Background: an optimization exercise with open tools, aiming at small area, a short achievable clock period and few clock cycles per item. Do not read the settings as production practice.
In this exercise RTL edits were held to simulation tests only and were not proved equivalent to the original.

--- flow/run.sh ---
#!/bin/bash
# synth_recipe.tcl (not shown) runs the flow's synth.tcl, then flattens the netlist and writes it again
# the make line also repeats each setting of config.mk as NAME=value (left out here)
make -C /OpenROAD-flow-scripts/flow DESIGN_CONFIG=/design/flow/config.mk WORK_HOME=/design/flow/orfs CLKGATE_MAP_FILE= SYNTH_SCRIPT=/design/flow/synth_recipe.tcl finish
--- flow/config.mk ---
export PLATFORM = sky130hd
export DESIGN_NAME = fir_serial_seq
export DESIGN_NICKNAME = fir_serial_seq
export VERILOG_FILES = /design/flow/design.v
export SDC_FILE = /design/flow/constraint.sdc
export NUM_CORES = 4
export LEC_CHECK = 0
export CAP_MARGIN = 20
export CORE_MARGIN = 2
export CORE_UTILIZATION = 40
export SLEW_MARGIN = 20
--- flow/constraint.sdc ---
create_clock -name core_clock -period 10.0 [get_ports {clk}]
set_input_delay 2.0000 -clock core_clock [delete_from_list [all_inputs] [get_ports {clk}]]
set_output_delay 2.0000 -clock core_clock [all_outputs]
set_load 0.01 [all_outputs]
--- flow/design.v ---
package fir_pkg;
   localparam int DW = 16;
   localparam int FRAC = 14;
   localparam int NTAPS_DEF = 9;
   typedef enum logic [1:0] {IDLE, MAC, OUT, FLUSH} state_t;
   localparam logic [NTAPS_DEF*DW-1:0] DEF_COEF = {
      16'h04F6, 16'h0AE4, 16'h1089, 16'h1496, 16'h160F, 16'h1496, 16'h1089, 16'h0AE4, 16'h04F6};
endpackage
module fir_mac_unit #(parameter int AW = 36) (
   input  logic                 clk,
   input  logic                 rst_n,
   input  logic                 clr,
   input  logic                 en,
   input  logic signed [fir_pkg::DW-1:0] a,
   input  logic signed [fir_pkg::DW-1:0] b,
   output logic [fir_pkg::DW-1:0]        res
);
   logic signed [AW-1:0] acc_q, acc_d;
   logic signed [2*fir_pkg::DW-1:0] prod;
   always_comb begin
      prod = a * b;
      acc_d = clr ? '0 : en ? acc_q + AW'(prod) : acc_q;
   end
   always_ff @(posedge clk) acc_q <= !rst_n ? '0 : acc_d;
   logic unused_bits;
   assign res = acc_q[fir_pkg::FRAC+fir_pkg::DW-1:fir_pkg::FRAC];
   assign unused_bits = ^{acc_q[AW-1:fir_pkg::FRAC+fir_pkg::DW], acc_q[fir_pkg::FRAC-1:0]};
endmodule
module fir_serial_seq #(parameter int NTAPS = fir_pkg::NTAPS_DEF) (
   input  logic          clk,
   input  logic          rst_n,
   input  logic          in_valid,
   input  logic [fir_pkg::DW-1:0] in_data,
   output logic          in_ready,
   output logic          out_valid,
   output logic [fir_pkg::DW-1:0] out_data,
   input  logic          out_ready,
   input  logic          coef_we,
   input  logic [3:0]    coef_addr,
   input  logic [fir_pkg::DW-1:0] coef_wdata,
   output logic          coef_ready,
   input  logic          flush,
   output logic          busy
);
   localparam int AW = 2*fir_pkg::DW + $clog2(NTAPS);
   localparam logic [3:0] LAST = 4'(NTAPS - 1);
   localparam logic [NTAPS*fir_pkg::DW-1:0] RST_COEF = NTAPS == fir_pkg::NTAPS_DEF ? (NTAPS*fir_pkg::DW)'(fir_pkg::DEF_COEF) : '0;
   fir_pkg::state_t state_q, state_d;
   logic [3:0] k_q, k_d, wr_ptr_q, wr_ptr_d, rd_idx;
   logic [NTAPS-1:0][fir_pkg::DW-1:0] buf_q, buf_d, coef_q, coef_d;
   logic out_valid_q, out_valid_d, clr, en;
   logic [fir_pkg::DW-1:0] mac_res;
   always_comb begin
      rd_idx = wr_ptr_q >= k_q ? wr_ptr_q - k_q : wr_ptr_q + 4'(NTAPS) - k_q;
      state_d = state_q;
      k_d = k_q;
      wr_ptr_d = wr_ptr_q;
      buf_d = buf_q;
      coef_d = coef_q;
      out_valid_d = out_valid_q;
      clr = 1'b0;
      en = 1'b0;
      case (state_q)
         fir_pkg::IDLE: begin
            if (coef_we && {1'b0, coef_addr} < 5'(NTAPS)) coef_d[coef_addr] = coef_wdata;
            if (flush) state_d = fir_pkg::FLUSH;
            else if (in_valid) begin
               buf_d[wr_ptr_q] = in_data;
               clr = 1'b1;
               state_d = fir_pkg::MAC;
            end
         end
         fir_pkg::MAC: begin
            en = 1'b1;
            k_d = k_q == LAST ? '0 : k_q + 4'd1;
            if (k_q == LAST) begin
               wr_ptr_d = wr_ptr_q == LAST ? '0 : wr_ptr_q + 4'd1;
               out_valid_d = 1'b1;
               state_d = fir_pkg::OUT;
            end
         end
         fir_pkg::OUT: if (out_ready) begin
            out_valid_d = 1'b0;
            state_d = fir_pkg::IDLE;
         end
         fir_pkg::FLUSH: begin
            buf_d[k_q] = '0;
            k_d = k_q == LAST ? '0 : k_q + 4'd1;
            if (k_q == LAST) begin
               wr_ptr_d = '0;
               state_d = fir_pkg::IDLE;
            end
         end
      endcase
   end
   always_ff @(posedge clk) begin
      if (!rst_n) begin
         state_q <= fir_pkg::IDLE;
         k_q <= '0;
         wr_ptr_q <= '0;
         out_valid_q <= 1'b0;
         buf_q <= '0;
         coef_q <= RST_COEF;
      end else begin
         state_q <= state_d;
         k_q <= k_d;
         wr_ptr_q <= wr_ptr_d;
         out_valid_q <= out_valid_d;
         buf_q <= buf_d;
         coef_q <= coef_d;
      end
   end
   fir_mac_unit #(.AW(AW)) u_mac (
      .clk(clk), .rst_n(rst_n), .clr(clr), .en(en),
      .a(buf_q[rd_idx]), .b(coef_q[k_q]), .res(mac_res)
   );
   assign in_ready = state_q == fir_pkg::IDLE && !flush;
   assign coef_ready = state_q == fir_pkg::IDLE;
   assign busy = state_q != fir_pkg::IDLE;
   assign out_valid = out_valid_q;
   assign out_data = mac_res;
endmodule
==> summary.md <==
| Metric | Value |
|---|---|
| Status | timing/DRC/antenna clean |
| Worst setup margin | 271 ps |
| Hold buffer count at cts | 0 |
| Routability cong. | 0.907 |
| Worst path max stage delay | 540 ps |
| Die height | 257 um |
| Starting Density | 40.5% |
| Reg-to-Reg End | u_mac.acc_q[29] |
| Top Usage Layer GRT | met2 |
| Area Overhead vs Synth | 15.6% |
| Drt first pass iters | 8 |
| WL final | 75000 um |
| Unique masters post-synth | 78 |
| R2R Path Start | wr_ptr_q[0] |
| Clock slew at reported path FFs | 60 ps |
| Seq cells post-synth | 329 |
| Via density | 5.53 |
| Die area | 0.0661 mm^2 |
| Most frequent CP cell | fa_1 |
| Hold Crit Class | reg -> reg |
| Root Buffer | clkbuf_16 |
| Vias in the first global route | 21.2k |
| Slew headroom | 15.5% |
| Hold Path Sink | buf_q[1] |
| Syn. warnings | 2 |
| Post-DR wirelength/cell | 20.0 um |
| Worst EP required | 10490 ps |
| Via count | 20.8k |
| Register Area | 0.00659 mm^2 |
| Post-synth EDFFs | 0 |
| Crit Path Category | reg -> reg |
| Slowest-stage cell, CP | fa_1 |
| Post-Layout Cell Count | 3753 |
| Shortest period the worst path allows | 9730 ps |
| Port bufs | 61 |
| Setup WS pre-CTS | -140 ps |
| NumNets Final | 3307 |
| Setup violations, final | 0 |
| Number of buffers created by CTS | 38 |
| Crit end category | flip-flop |
| Multi-input logic area | 0.0175 mm^2 |
| # placed instances | 3650 |
| F_max | 0.103 GHz |
| First-pass GRT wire length | 118000 um |
| Mapped Cells | 2816 |
| Residual DRC count | 0 |
| Final Max Slew Viols | 0 |
| Largest net degree at the start of global routing | 130 |
| CP Max Fanout | 5 |
| Worst-skew pair later-pin latency | 580 ps |
| Clock sink count | 329 |
| Syn_area_per_cell | 9.10 um^2 |
| Final Skew | 37.8 ps |
| Post-route clock period utilization | 97.3% |
| Critical Path Source Type | flip-flop |
| Main synth FF type | dfxtp_1 |
| Met3 Track Usage GR | 3.90% |
| Antenna-violating nets left | 0 |
| Fin. Hold Viols | 0 |
| R2R cell count | 47 |
| Share of cells above drive strength 1 | 13.6% |
| H-tree Lvls | 2 |
| Layout fillers | 5914 |
| RSZ-0062 raised after global routing | yes |
| HPWL after DPL | 54000 um |
| Post-synthesis sequential area ratio | 25.7% |
| Post-Syn Area | 0.0256 mm^2 |
| Synth async-reset ratio | 0% |
| GR Layer Usage met2 | 36.8% |
| Initial antenna violation count | 0 |
| Die Wd | 257 um |
| Slew @ Worst Pin | 1250 ps |
| Met1 global-route usage | 29.3% |
| TritonCTS clock tree | built |
| Floorplan core area | 0.0632 mm^2 |
| Ports | 62 |
| Worst Hold Depth | 2 |
| Initial DRC Count | 1521 |
| Reg2reg setup slack | 270 ps |
| Ant. Diodes | 0 |
| Gr usage total | 22.3% |
| Clock buffer depth | 3 |
| Total of max-cap violations | 0 |
| Min-delay src | buf_q[1] |
| Crit path DAT | 10210 ps |
| Overflow after GRT | 0 |
| Num rows | 92 |
| Syn nets | 3244 |
-- per-layer routing --
metal | routed length (um) | share of wire (%)
met1 | 32100 | 43
met2 | 35300 | 47
met3 | 5070 | 6.8
met4 | 2600 | 3.5
met5 | 0 | 0
-- sequential cells by signal (all words and copies together), names as in the netlist --
| signal | cells |
|---|---|
| wr_ptr_q | 4 |
| u_mac.acc_q | 30 |
| state_q | 2 |
| coef_q | 144 |
| buf_q | 144 |
| out_valid_q | 1 |
| k_q | 4 |
-- stage by stage --
step	area (um^2)	hold WS, ps	TNS, ps	util [%]
5_1_grt	29600	470	-333	46.8
3_5_place_dp	27500	444	-189	43.5
3_3_place_gp	27500	439	0	43.5
4_1_cts	28800	451	0	45.6
2_1_floorplan	25700	429	0	-
6_report	29600	449	0	46.8
-- critical path: cells and delay by family, from the launching register on --
| kind | cells | cell delay (ps) |
|---|---|---|
| AND/OR/NAND/NOR | 8 | 1400 |
| adder cells (fa/ha/maj) | 10 | 3780 |
| flip-flops | 1 | 320 |
| multiplexers | 2 | 730 |
| XOR/XNOR | 3 | 500 |
| AO/OA/AOI/OAI | 12 | 1960 |
| buffers and inverters | 12 | 940 |
-- how the worst max path moves through the flow --
stage | startpoint | to | slack, ps | depth (start not counted)
3_5_place_dp | wr_ptr_q[0] | u_mac.acc_q[29] | -140 | 41
5_1_grt | wr_ptr_q[0] | u_mac.acc_q[29] | -230 | 45
6_report | wr_ptr_q[0] | u_mac.acc_q[29] | 270 | 47
3_3_place_gp | wr_ptr_q[0] | u_mac.acc_q[29] | 50 | 41
4_1_cts | k_q[1] | u_mac.acc_q[29] | 3 | 39
2_1_floorplan | k_q[0] | u_mac.acc_q[29] | 100 | 46
-- cell type report --
cell class | instances | area share [%]
inverters | 342 | 4.36
repair buffers | 205 | 6.34
clock buffers | 57 | 3.66
well taps | 846 | 3.58
multi-input cells | 1963 | 59.2
flip-flops and latches | 329 | 22.3
clock inverters | 11 | 0.562
-- cells by family (layout without fill, tap and decap cells) --
family          after synthesis  in the layout  synth area share (%)
simple gates                860            860                  14.4
buf+inv                     524            615                  8.04
compound gates              504            504                  14.1
fa+ha+maj                   386            386                  26.2
flops                       329            329                  25.7
mux                         146            146                  8.99
xor+xnor                     67             67                  2.50
-- cell usage in the layout, fill, tap and decap left out, types with 23 or more instances in the layout --
cell             Yosys  final
nor2b_1             41     41
a22oi_1            118    118
fa_1               252    244
inv_1              335    329
a21oi_1             87     81
o21ai_0             32     26
clkdlybuf4s50_1      0     60
clkbuf_16            0     40
nand3_1             57     56
a32oi_1             74     74
ha_1               134    125
nor2_1             400    391
nand2_1            253    250
mux2i_1             76     61
xnor2_1             47     47
mux4_2              66     66
buf_4               19    127
nor3_1              24     24
a221o_1             32     32
a21o_1              23     23
dfxtp_1            329    325
-- repair_timing --
action	4_1_cts	5_1_grt
hold endpoints to repair	0	0
gates cloned	0	3
pin swaps	1	38
resized for setup	8	107
buffers inserted	2	30
endpoints found under the setup margin	2	12
-- cells in the mapped netlist, types with 5 or more instances --
cell type  instances  area share (%)
a211oi_1          10            0.29
a21o_1            23            0.67
a21oi_1           87             1.7
a221o_1           32             1.3
a22oi_1          118             3.5
a31oi_1           13            0.32
a32oi_1           74             2.5
and2_1            19            0.46
and3_1             9            0.22
buf_1             14            0.21
buf_4             19            0.56
clkbuf_1         143             2.1
dfxtp_1          329              26
fa_1             252              20
ha_1             134             6.5
inv_1            335             4.9
inv_2              5           0.073
mux2i_1           76             3.0
mux4_2            66             5.8
nand2_1          253             3.7
nand2b_1          17            0.42
nand3_1           57             1.1
nand4_1            6            0.15
nor2_1           400             5.9
nor2b_1           41             1.0
nor3_1            24            0.47
o211ai_1           6            0.18
o21a_1            25            0.73
o21ai_0           32            0.63
o21ai_1           36            0.70
o21bai_1           8            0.23
or3_1              7            0.17
xnor2_1           47             1.6
xor2_1            16            0.55
Testbench counts, summed over its fixed seeds: cycles 17,608, items 1,600.

static timing again, ports no longer ideal:
Ports are ideal in the flow. The routed layout listed here was re-timed in OpenROAD.
Step 1 (the two cells are an assumption about what drives the block):
set clk [get_ports {clk}]
set_driving_cell -lib_cell sky130_fd_sc_hd__clkbuf_16 $clk
set_driving_cell -lib_cell sky130_fd_sc_hd__buf_2 [delete_from_list [all_inputs] $clk]
Step 2 also shifts input and output timing later by t, the mid clock arrival at the registers, as if the neighbouring blocks saw the same clock.
Slacks: no drivers / after step 1 / after step 2; pairs: no drivers / after step 1.
t, ns: 0.625
slack for setup (ns): 0.271 / 0.271 / 0.271
latest minus earliest clock arrival (ns): 0.037 / 0.038
worst data-port slew with drivers (ns): 0.05
pins driven straight from the clock port: 1
After both steps setup and hold are still met in this run. For this run, drivers alone change the setup slack by 0.000 ns; drivers and shift together by 0.000 ns.
